This is an optimization exercise on Yosys and OpenROAD, whose aim is small area, a short achievable clock period and few clock cycles per item, not a production implementation.
The RTL was checked by simulation tests, not by an equivalence proof against the original design.
No activity file was given, so power comes from the tool's default toggle rates.

==> design/flow/run.sh <==
#!/bin/bash
# synth_recipe.tcl (not shown) runs the flow's synth.tcl, then flattens the netlist and writes it again
# the make line also repeats each setting of config.mk as NAME=value (left out here)
make -C /OpenROAD-flow-scripts/flow DESIGN_CONFIG=/design/flow/config.mk WORK_HOME=/design/flow/orfs CLKGATE_MAP_FILE= SYNTH_SCRIPT=/design/flow/synth_recipe.tcl finish
==> design/flow/config.mk <==
export PLATFORM = sky130hd
export DESIGN_NAME = syn_rst_scan_counter
export DESIGN_NICKNAME = syn_rst_scan_counter
export VERILOG_FILES = /design/flow/design.v
export SDC_FILE = /design/flow/constraint.sdc
export NUM_CORES = 4
export LEC_CHECK = 0
export CAP_MARGIN = 20
export CORE_MARGIN = 2
export CORE_UTILIZATION = 40
export PLACE_DENSITY = 0.6
export SLEW_MARGIN = 20
==> design/flow/constraint.sdc <==
create_clock -name core_clock -period 8.0 [get_ports {i_clk}]
set_input_delay 1.6000 -clock core_clock [delete_from_list [all_inputs] [get_ports {i_clk}]]
set_output_delay 1.6000 -clock core_clock [all_outputs]
set_load 0.01 [all_outputs]
==> design/flow/design.v <==
package srsc_pkg;
    localparam int ADDR_W      = 32;
    localparam int PROTO_W     = 8;
    localparam int THR_W       = 16;
    localparam int RPT_CNT_W   = 16;
    localparam int APB_ADDR_W  = 3;
    localparam int APB_DATA_W  = 32;
    localparam logic REG_SCAN_THRESHOLD = 1'b0;
    localparam logic [PROTO_W-1:0]   PROTO_TCP  = 8'd6;
    localparam logic [THR_W-1:0]     THR_RESET  = 16'd100;
    localparam logic [RPT_CNT_W-1:0] RPT_CNT_MAX = 16'hFFFF;
    typedef struct packed {
        logic accept;      
        logic key_dst;     
        logic rd;          
        logic idx_inc;     
        logic wr_new;      
        logic wr_upd;      
        logic set_ovf;     
        logic load_pend;   
        logic push_mid;    
        logic push_end;    
    } t_cmd;
    typedef struct packed {
        logic in_valid;    
        logic in_rpt;      
        logic in_src_ev;   
        logic in_rst_ev;   
        logic at_end;      
        logic full;        
        logic hit;         
        logic qual;        
        logic pend_vld;    
        logic out_free;    
    } t_sts;
endpackage
module srsc_ram #(
    parameter int WIDTH = 48,
    parameter int DEPTH = 64
) (
    input  logic                     i_clk,
    input  logic                     i_we,
    input  logic [$clog2(DEPTH)-1:0] i_waddr,
    input  logic [WIDTH-1:0]         i_wdata,
    input  logic                     i_re,
    input  logic [$clog2(DEPTH)-1:0] i_raddr,
    output logic [WIDTH-1:0]         o_rdata
);
    logic [WIDTH-1:0] r_mem [0:DEPTH-1];
    logic [WIDTH-1:0] r_rdata;
    always_ff @(posedge i_clk) begin
        if (i_we) begin
            r_mem[i_waddr] <= i_wdata;
        end
    end
    always_ff @(posedge i_clk) begin
        if (i_re) begin
            r_rdata <= r_mem[i_raddr];
        end
    end
    assign o_rdata = r_rdata;
endmodule
import srsc_pkg::*;
module srsc_ctrl (
    input  logic           i_clk,
    input  logic           i_rst_n,
    input  srsc_pkg::t_sts i_sts,
    output srsc_pkg::t_cmd o_cmd,
    output logic           o_in_ready
);
    typedef enum logic [2:0] {
        S_IDLE,
        S_LK_RD,
        S_LK_CMP,
        S_RPT_RD,
        S_RPT_CMP,
        S_RPT_END
    } t_state;
    t_state r_state, n_state;
    logic   r_dst_pend, n_dst_pend;
    srsc_pkg::t_cmd cmd;
    always_comb begin
        n_state    = r_state;
        n_dst_pend = r_dst_pend;
        cmd        = '0;
        case (r_state)
            S_IDLE: begin
                cmd.accept = i_sts.in_valid;
                if (i_sts.in_valid) begin
                    if (i_sts.in_rpt) begin
                        n_state = S_RPT_RD;
                    end else if (i_sts.in_src_ev) begin
                        n_state    = S_LK_RD;
                        n_dst_pend = i_sts.in_rst_ev;
                    end else if (i_sts.in_rst_ev) begin
                        n_state    = S_LK_RD;
                        n_dst_pend = 1'b0;
                    end
                end
            end
            S_LK_RD: begin
                if (i_sts.at_end) begin
                    cmd.wr_new  = !i_sts.full;
                    cmd.set_ovf = i_sts.full;
                    if (r_dst_pend) begin
                        cmd.key_dst = 1'b1;
                        n_dst_pend  = 1'b0;
                    end else begin
                        n_state = S_IDLE;
                    end
                end else begin
                    cmd.rd  = 1'b1;
                    n_state = S_LK_CMP;
                end
            end
            S_LK_CMP: begin
                if (i_sts.hit) begin
                    cmd.wr_upd = 1'b1;
                    if (r_dst_pend) begin
                        cmd.key_dst = 1'b1;
                        n_dst_pend  = 1'b0;
                        n_state     = S_LK_RD;
                    end else begin
                        n_state = S_IDLE;
                    end
                end else begin
                    cmd.idx_inc = 1'b1;
                    n_state     = S_LK_RD;
                end
            end
            S_RPT_RD: begin
                if (i_sts.at_end) begin
                    n_state = S_RPT_END;
                end else begin
                    cmd.rd  = 1'b1;
                    n_state = S_RPT_CMP;
                end
            end
            S_RPT_CMP: begin
                if (!i_sts.qual) begin
                    cmd.idx_inc = 1'b1;
                    n_state     = S_RPT_RD;
                end else if (!i_sts.pend_vld || i_sts.out_free) begin
                    cmd.push_mid  = i_sts.pend_vld;
                    cmd.load_pend = 1'b1;
                    cmd.idx_inc   = 1'b1;
                    n_state       = S_RPT_RD;
                end
            end
            S_RPT_END: begin
                if (i_sts.out_free) begin
                    cmd.push_end = 1'b1;
                    n_state      = S_IDLE;
                end
            end
            default: begin
                n_state = S_IDLE;
            end
        endcase
    end
    always_ff @(posedge i_clk) begin
        if (!i_rst_n) begin
            r_state    <= S_IDLE;
            r_dst_pend <= 1'b0;
        end else begin
            r_state    <= n_state;
            r_dst_pend <= n_dst_pend;
        end
    end
    assign o_cmd      = cmd;
    assign o_in_ready = (r_state == S_IDLE);
endmodule
import srsc_pkg::*;
module srsc_dpath #(
    parameter int TABLE_DEPTH = 64,
    parameter int COUNT_WIDTH = 16
) (
    input  logic                               i_clk,
    input  logic                               i_rst_n,
    input  srsc_pkg::t_cmd                     i_cmd,
    output srsc_pkg::t_sts                     o_sts,
    input  logic [srsc_pkg::THR_W-1:0]         i_thr,
    input  logic                               i_in_valid,
    input  logic                               i_action,
    input  logic [srsc_pkg::PROTO_W-1:0]       i_ip_protocol,
    input  logic [srsc_pkg::ADDR_W-1:0]        i_source_address,
    input  logic [srsc_pkg::ADDR_W-1:0]        i_dest_address,
    input  logic                               i_flag_syn,
    input  logic                               i_flag_ack,
    input  logic                               i_flag_rst,
    input  logic                               i_out_ready,
    output logic                               o_out_valid,
    output logic [srsc_pkg::ADDR_W-1:0]        o_reported_address,
    output logic [srsc_pkg::RPT_CNT_W-1:0]     o_reported_count,
    output logic                               o_entry_valid,
    output logic                               o_table_overflowed,
    output logic                               o_last_of_report
);
    localparam int IDX_W  = $clog2(TABLE_DEPTH);
    localparam int FILL_W = $clog2(TABLE_DEPTH + 1);
    localparam int ENT_W  = ADDR_W + COUNT_WIDTH;
    localparam int CMP_W  = (COUNT_WIDTH > THR_W) ? COUNT_WIDTH : THR_W;
    logic [FILL_W-1:0] r_idx;
    logic [FILL_W-1:0] r_filled;
    logic              r_ovf;
    logic              r_pend_vld;
    logic              r_out_vld;
    logic [ADDR_W-1:0]    r_key;
    logic [ADDR_W-1:0]    r_dst;
    logic [ADDR_W-1:0]    r_pend_addr;
    logic [RPT_CNT_W-1:0] r_pend_cnt;
    logic [ADDR_W-1:0]    r_out_addr;
    logic [RPT_CNT_W-1:0] r_out_cnt;
    logic                 r_out_ent;
    logic                 r_out_ovf;
    logic                 r_out_last;
    logic [ENT_W-1:0]       rd_ent;
    logic [ADDR_W-1:0]      rd_addr;
    logic [COUNT_WIDTH-1:0] rd_cnt;
    logic [CMP_W-1:0]       rd_cnt_ext;
    logic [COUNT_WIDTH-1:0] bump_cnt;
    logic [RPT_CNT_W-1:0]   sat_cnt;
    logic                   we;
    logic [IDX_W-1:0]       waddr;
    logic [ENT_W-1:0]       wdata;
    logic                   tcp;
    logic                   out_free;
    srsc_ram #(
        .WIDTH (ENT_W),
        .DEPTH (TABLE_DEPTH)
    ) u_table (
        .i_clk   (i_clk),
        .i_we    (we),
        .i_waddr (waddr),
        .i_wdata (wdata),
        .i_re    (i_cmd.rd),
        .i_raddr (r_idx[IDX_W-1:0]),
        .o_rdata (rd_ent)
    );
    assign rd_addr    = rd_ent[ENT_W-1:COUNT_WIDTH];
    assign rd_cnt     = rd_ent[COUNT_WIDTH-1:0];
    assign rd_cnt_ext = CMP_W'(rd_cnt);
    assign bump_cnt   = (rd_cnt == '1) ? rd_cnt : rd_cnt + 1'b1;
    assign sat_cnt    = (rd_cnt_ext > CMP_W'(RPT_CNT_MAX)) ? RPT_CNT_MAX
                                                          : rd_cnt_ext[RPT_CNT_W-1:0];
    assign we    = i_cmd.wr_new | i_cmd.wr_upd;
    assign waddr = i_cmd.wr_new ? r_filled[IDX_W-1:0] : r_idx[IDX_W-1:0];
    assign wdata = i_cmd.wr_new ? {r_key, COUNT_WIDTH'(1)} : {r_key, bump_cnt};
    assign tcp      = (i_ip_protocol == PROTO_TCP);
    assign out_free = !r_out_vld || i_out_ready;
    always_comb begin
        o_sts           = '0;
        o_sts.in_valid  = i_in_valid;
        o_sts.in_rpt    = i_action;
        o_sts.in_src_ev = tcp && i_flag_syn && !i_flag_ack;
        o_sts.in_rst_ev = tcp && i_flag_rst;
        o_sts.at_end    = (r_idx == r_filled);
        o_sts.full      = (r_filled == FILL_W'(TABLE_DEPTH));
        o_sts.hit       = (rd_addr == r_key);
        o_sts.qual      = (rd_cnt_ext > CMP_W'(i_thr));
        o_sts.pend_vld  = r_pend_vld;
        o_sts.out_free  = out_free;
    end
    always_ff @(posedge i_clk) begin
        if (!i_rst_n) begin
            r_idx      <= '0;
            r_filled   <= '0;
            r_ovf      <= 1'b0;
            r_pend_vld <= 1'b0;
            r_out_vld  <= 1'b0;
        end else begin
            if (i_cmd.accept || i_cmd.key_dst) begin
                r_idx <= '0;
            end else if (i_cmd.idx_inc) begin
                r_idx <= r_idx + 1'b1;
            end
            if (i_cmd.wr_new) begin
                r_filled <= r_filled + 1'b1;
            end
            if (i_cmd.set_ovf) begin
                r_ovf <= 1'b1;
            end
            if (i_cmd.accept) begin
                r_pend_vld <= 1'b0;
            end else if (i_cmd.load_pend) begin
                r_pend_vld <= 1'b1;
            end
            if (i_cmd.push_mid || i_cmd.push_end) begin
                r_out_vld <= 1'b1;
            end else if (i_out_ready) begin
                r_out_vld <= 1'b0;
            end
        end
    end
    always_ff @(posedge i_clk) begin
        if (i_cmd.accept) begin
            r_key <= o_sts.in_src_ev ? i_source_address : i_dest_address;
            r_dst <= i_dest_address;
        end else if (i_cmd.key_dst) begin
            r_key <= r_dst;
        end
        if (i_cmd.load_pend) begin
            r_pend_addr <= rd_addr;
            r_pend_cnt  <= sat_cnt;
        end
    end
    always_ff @(posedge i_clk) begin
        if (i_cmd.push_mid || i_cmd.push_end) begin
            r_out_ovf  <= r_ovf;
            r_out_last <= i_cmd.push_end;
            if (i_cmd.push_end && !r_pend_vld) begin
                r_out_addr <= '0;
                r_out_cnt  <= '0;
                r_out_ent  <= 1'b0;
            end else begin
                r_out_addr <= r_pend_addr;
                r_out_cnt  <= r_pend_cnt;
                r_out_ent  <= 1'b1;
            end
        end
    end
    assign o_out_valid        = r_out_vld;
    assign o_reported_address = r_out_addr;
    assign o_reported_count   = r_out_cnt;
    assign o_entry_valid      = r_out_ent;
    assign o_table_overflowed = r_out_ovf;
    assign o_last_of_report   = r_out_last;
endmodule
import srsc_pkg::*;
module syn_rst_scan_counter #(
    parameter int TABLE_DEPTH = 64,
    parameter int COUNT_WIDTH = 16
) (
    input  logic                              i_clk,
    input  logic                              i_rst_n,
    input  logic                              req_valid,
    output logic                              req_ready,
    input  logic                              req_action,
    input  logic [srsc_pkg::PROTO_W-1:0]      req_ip_protocol,
    input  logic [srsc_pkg::ADDR_W-1:0]       req_source_address,
    input  logic [srsc_pkg::ADDR_W-1:0]       req_dest_address,
    input  logic                              req_flag_syn,
    input  logic                              req_flag_ack,
    input  logic                              req_flag_rst,
    output logic                              rsp_valid,
    input  logic                              rsp_ready,
    output logic [srsc_pkg::ADDR_W-1:0]       rsp_reported_address,
    output logic [srsc_pkg::RPT_CNT_W-1:0]    rsp_reported_count,
    output logic                              rsp_entry_valid,
    output logic                              rsp_table_overflowed,
    output logic                              rsp_last_of_report,
    input  logic                              psel,
    input  logic                              penable,
    input  logic                              pwrite,
    input  logic [srsc_pkg::APB_ADDR_W-1:0]   paddr,
    input  logic [srsc_pkg::APB_DATA_W-1:0]   pwdata,
    output logic [srsc_pkg::APB_DATA_W-1:0]   prdata,
    output logic                              pready
);
    srsc_pkg::t_cmd   cmd;
    srsc_pkg::t_sts   sts;
    logic [THR_W-1:0] r_thr;
    logic             reg_sel;
    assign reg_sel = (paddr[2] == REG_SCAN_THRESHOLD);
    assign pready  = 1'b1;
    assign prdata  = reg_sel ? APB_DATA_W'(r_thr) : '0;
    always_ff @(posedge i_clk) begin
        if (!i_rst_n) begin
            r_thr <= THR_RESET;
        end else if (psel && penable && pwrite && reg_sel) begin
            r_thr <= pwdata[THR_W-1:0];
        end
    end
    srsc_ctrl u_ctrl (
        .i_clk      (i_clk),
        .i_rst_n    (i_rst_n),
        .i_sts      (sts),
        .o_cmd      (cmd),
        .o_in_ready (req_ready)
    );
    srsc_dpath #(
        .TABLE_DEPTH (TABLE_DEPTH),
        .COUNT_WIDTH (COUNT_WIDTH)
    ) u_dpath (
        .i_clk              (i_clk),
        .i_rst_n            (i_rst_n),
        .i_cmd              (cmd),
        .o_sts              (sts),
        .i_thr              (r_thr),
        .i_in_valid         (req_valid),
        .i_action           (req_action),
        .i_ip_protocol      (req_ip_protocol),
        .i_source_address   (req_source_address),
        .i_dest_address     (req_dest_address),
        .i_flag_syn         (req_flag_syn),
        .i_flag_ack         (req_flag_ack),
        .i_flag_rst         (req_flag_rst),
        .i_out_ready        (rsp_ready),
        .o_out_valid        (rsp_valid),
        .o_reported_address (rsp_reported_address),
        .o_reported_count   (rsp_reported_count),
        .o_entry_valid      (rsp_entry_valid),
        .o_table_overflowed (rsp_table_overflowed),
        .o_last_of_report   (rsp_last_of_report)
    );
endmodule
==> summary.txt <==
==> flip-flops by register name (all words and copies together), names as in the netlist, 32 cells and up <==
signal	flops
u_dpath.r_out_addr	32
u_dpath.u_table.r_mem	3072
u_dpath.r_dst	32
u_dpath.r_pend_addr	32
u_dpath.u_table.r_rdata	48
u_dpath.r_key	32
==> final cells by class <==
class / instances / area, um2
Clock buffer: 428 / 8960
Tap cell: 4160 / 5200
Sequential cell: 3320 / 99300
Fill cell: 25525 / 169000
Multi-Input combinational cell: 1599 / 26900
Inverter: 31 / 124
Antenna cell: 13 / 32.5
Clock inverter: 171 / 1470
Timing Repair Buffer: 384 / 3820
==> metal layers <==
metal  part of all wire  track usage
met4              0.025       0.0526
met2               0.47        0.320
met1               0.42        0.300
met5            0.00022            0
met3              0.086       0.0331
==> through the flow <==
stage          total power [mW]   util
2_1_floorplan              26.4      -
6_report                   43.7  0.463
5_1_grt                    45.1  0.463
4_1_cts                    44.1  0.463
3_5_place_dp               29.1  0.429
3_3_place_gp               28.9  0.429
==> path summary, 6_finish.rpt <==
kind	from	endpoint	slack (ns)
worst max-delay path	u_dpath.r_key[12]	u_dpath.u_table.r_mem[46][38]	1.92
worst min-delay path	u_dpath.u_table.r_rdata[31]	u_dpath.r_pend_addr[15]	0.46
worst max register to register	u_dpath.r_key[12]	u_dpath.u_table.r_mem[46][38]	1.92
worst min register to register	u_dpath.u_table.r_rdata[31]	u_dpath.r_pend_addr[15]	0.46
==> cell usage in the layout, fill, tap and decap left out, types with 15 or more instances in the layout <==
master and n:
xnor2_1 16, nand4_1 15, ha_1 20, clkdlybuf4s50_1 168
nor2_4 75, clkbuf_16 344, o21ai_0 38, xor2_1 38
nor2_1 33, inv_1 30, bufinv_16 20, a21oi_1 17
dfxtp_1 32, conb_1 17, edfxtp_1 3283, mux2i_1 38
buf_12 41, clkinv_2 65, nand2_1 87, nand3_1 21
clkbuf_1 80, clkinv_1 60, and2_1 56, mux4_2 1008
buf_4 173
==> power groups by stage <==
stage | combinational [mW] | clock [mW] | sequential [mW]
6_report | 6.93 | 15.1 | 21.7
5_1_grt | 7.41 | 16.0 | 21.7
4_1_cts | 7.04 | 15.3 | 21.7
3_5_place_dp | 7.03 | 0 | 22.1
3_3_place_gp | 6.83 | 0 | 22.0
2_1_floorplan | 3.98 | 0 | 22.4
==> kinds of logic after synthesis <==
logic type	synth area share
simple gates	0.0139
compound gates	0.00486
mux	0.182
other cells	0.0000592
fa+ha+maj	0.00197
flops	0.783
buf+inv	0.0111
xor+xnor	0.00373
==> summary.txt <==
STA
  – Final Worst Setup Slack: 1.92 ns
  – Transition time at the pin with the least slew margin: 1.23 ns
  – Total of endpoints with negative setup slack in the final report: 0
  – Final worst clock skew: 0.0881 ns
  – Total Negative Setup Slacks: 0 ns
  – Fin. max-slew vios: 0
  – Hold violation total from the final report: 0
  – Shortest period the worst path allows: 6.08 ns
  – Crit share post-route: 0.760
  – Worst hold-check slack: 0.461 ns
  – Setup repair after global routing missed its margin: no
  – Headroom to the max-slew limit: 0.169
  – Peak Freq: 164 MHz

Setup path
  – Stages on the worst setup path: 9
  – Critical Path Sink Type: flip-flop
  – Launching element type of the critical path: flip-flop
  – Critical-path cell list: buf_4 -> xor2_1 -> nor4_1 -> nand4_1 -> nor4b_1 -> or2_2 -> nand3_1 -> nor2_4 -> buf_12
  – Slowest-stage cell, CP: nand3_1
  – Top cell family by delay on the critical path: simple AND/OR/NAND/NOR gates
  – CP Buf/Inv Count: 2
  – R2R depth: 9
  – Worst Path Class, Setup: flip-flop to flip-flop
  – Largest driver fanout on the critical path: 65
  – Max incr delay on CP: 0.78 ns
  – Critical Path AT: 6.58 ns
  – Required @ worst endpoint: 8.50 ns

Power and ir drop
  – Combinational power share: 0.159
  – Power Dens Cells: 300 nW/um2
  – Sequential share of power: 0.496
  – Clk pwr share: 0.345
  – Worst VDD drop: 0.000199 V
  – Leakage power figure: 44.0 nW
  – Internal Pwr Total: 32.6 mW
  – Net switching share of the total power: 0.255
  – Psw: 11.2 mW

Die
  – Die X: 567 um
  – Count of standard-cell rows: 206
  – Number of top-level pins: 204
  – Area of the die: 322000 um2
  – Area of the core: 315000 um2
  – Chip Height: 567 um
  – Initial core utilization: 0.403

Finish
  – Layout Area Growth over Synthesis: 14.9%
  – Layout net count: 5814
  – Post-route insts no fill: 10106
  – Post-route cell area: 146000 um2
  – Fraction of layout instances using a drive strength above 1: 0.301

Route
  – Detailed Route WL: 333 mm
  – # DRC: 0
  – DRC marker count from the first detailed-route iteration: 8332
  – Avg Vias per Cell: 5.87
  – Detailed-routing iteration count for the pre-antenna-repair pass: 5
  – Detail-routed net length per standard cell: 32.9 um
  – Via total after detailed routing: 59296
  – Routed Antenna Nets: 0

Clock network
  – Max H-tree Level: 5
  – Clk sinks: 3320
  – Clock tree root buffer cell: clkbuf_16
  – TritonCTS Buffers: 340
  – Post-CTS Setup Bufs: 0
  – Clock latency on the worst-skew pair: 0.89 ns
  – Number of buffers added to fix hold violations after cts: 0
  – Number of resized instances in the post-cts repair step: 0
  – Deepest clock path buffer count: 4
  – Clock slew at the register clock pins of the worst setup and hold paths: 0.07 ns
  – Clock tree from TritonCTS: built

Yosys
  – Post-synthesis sequential element count: 3320
  – Mean Syn Cell Area: 24.3 um2
  – Leading cell types by count after synthesis: edfxtp_1, mux4_2, clkbuf_1, nor2_1, nand2_1
  – Post-synth EDFFs: 3283
  – Area share of the largest cell type after synthesis: 0.777
  – Fraction of the yosys area taken by sequential cells: 0.783
  – Count leader, synth: edfxtp_1
  – Netlist cell types: 51
  – Top post-synthesis cells by area: edfxtp_1, mux4_2, dfxtp_1, clkbuf_1, nor2_1
  – Syn. warnings: 4
  – Commonest register cell after synthesis: edfxtp_1
  – Cell count after synthesis: 5217
  – Post-synthesis cell type with the largest combined area: edfxtp_1
  – Area of the mapped netlist: 127000 um2
  – Share of synthesized registers carrying an async set or reset: 0

GRT
  – Number of global-route vias before repair: 59172
  – Total global-route track usage: 0.204
  – Initial antenna violation count: 29
  – Global-route wire length before repair: 464 mm
  – Remaining global-route overflow: 0
  – Pin count of the biggest net entering global routing: 121

Place
  – Post-place instance area: 135000 um2
  – Final Wtd Congestion: 0.791
  – DP Cell Count: 9494
  – Minimum setup slack after placement: 2.10 ns
  – Half-perimeter wire length after detailed placement: 180 mm
  – Number of buffers inserted by port buffering: 168

Outcome
  – Status: no timing/DRC/antenna violations

Flow run
  – Maximum capacitance violations: 0

Worst hold path
  – Count of cells along the worst hold path: 0
  – Worst min path class: flip-flop to flip-flop
Testbench counts, summed over its fixed seeds: cycles 247,814, items 3,200.

==> separate check: timing with driven ports <==
Ports are ideal in the flow. The routed layout listed here was re-timed in OpenROAD.
Step 1 (the two cells are an assumption about what drives the block):
set clk [get_ports {i_clk}]
set_driving_cell -lib_cell sky130_fd_sc_hd__clkbuf_16 $clk
set_driving_cell -lib_cell sky130_fd_sc_hd__buf_2 [delete_from_list [all_inputs] $clk]
Step 2 also shifts input and output timing later by t, the mid clock arrival at the registers, as if the neighbouring blocks saw the same clock.
Three values: ideal ports, drivers, drivers and shift; two values: the first two.
t (ns): 0.940
slack for setup (ns): 1.919 / 1.919 / 1.919
hold slack, ns: 0.461 / 0.461 / 0.461
After both steps this run still meets setup and hold. For this run, drivers alone change the setup slack by 0.000 ns; drivers and shift together by 0.000 ns.
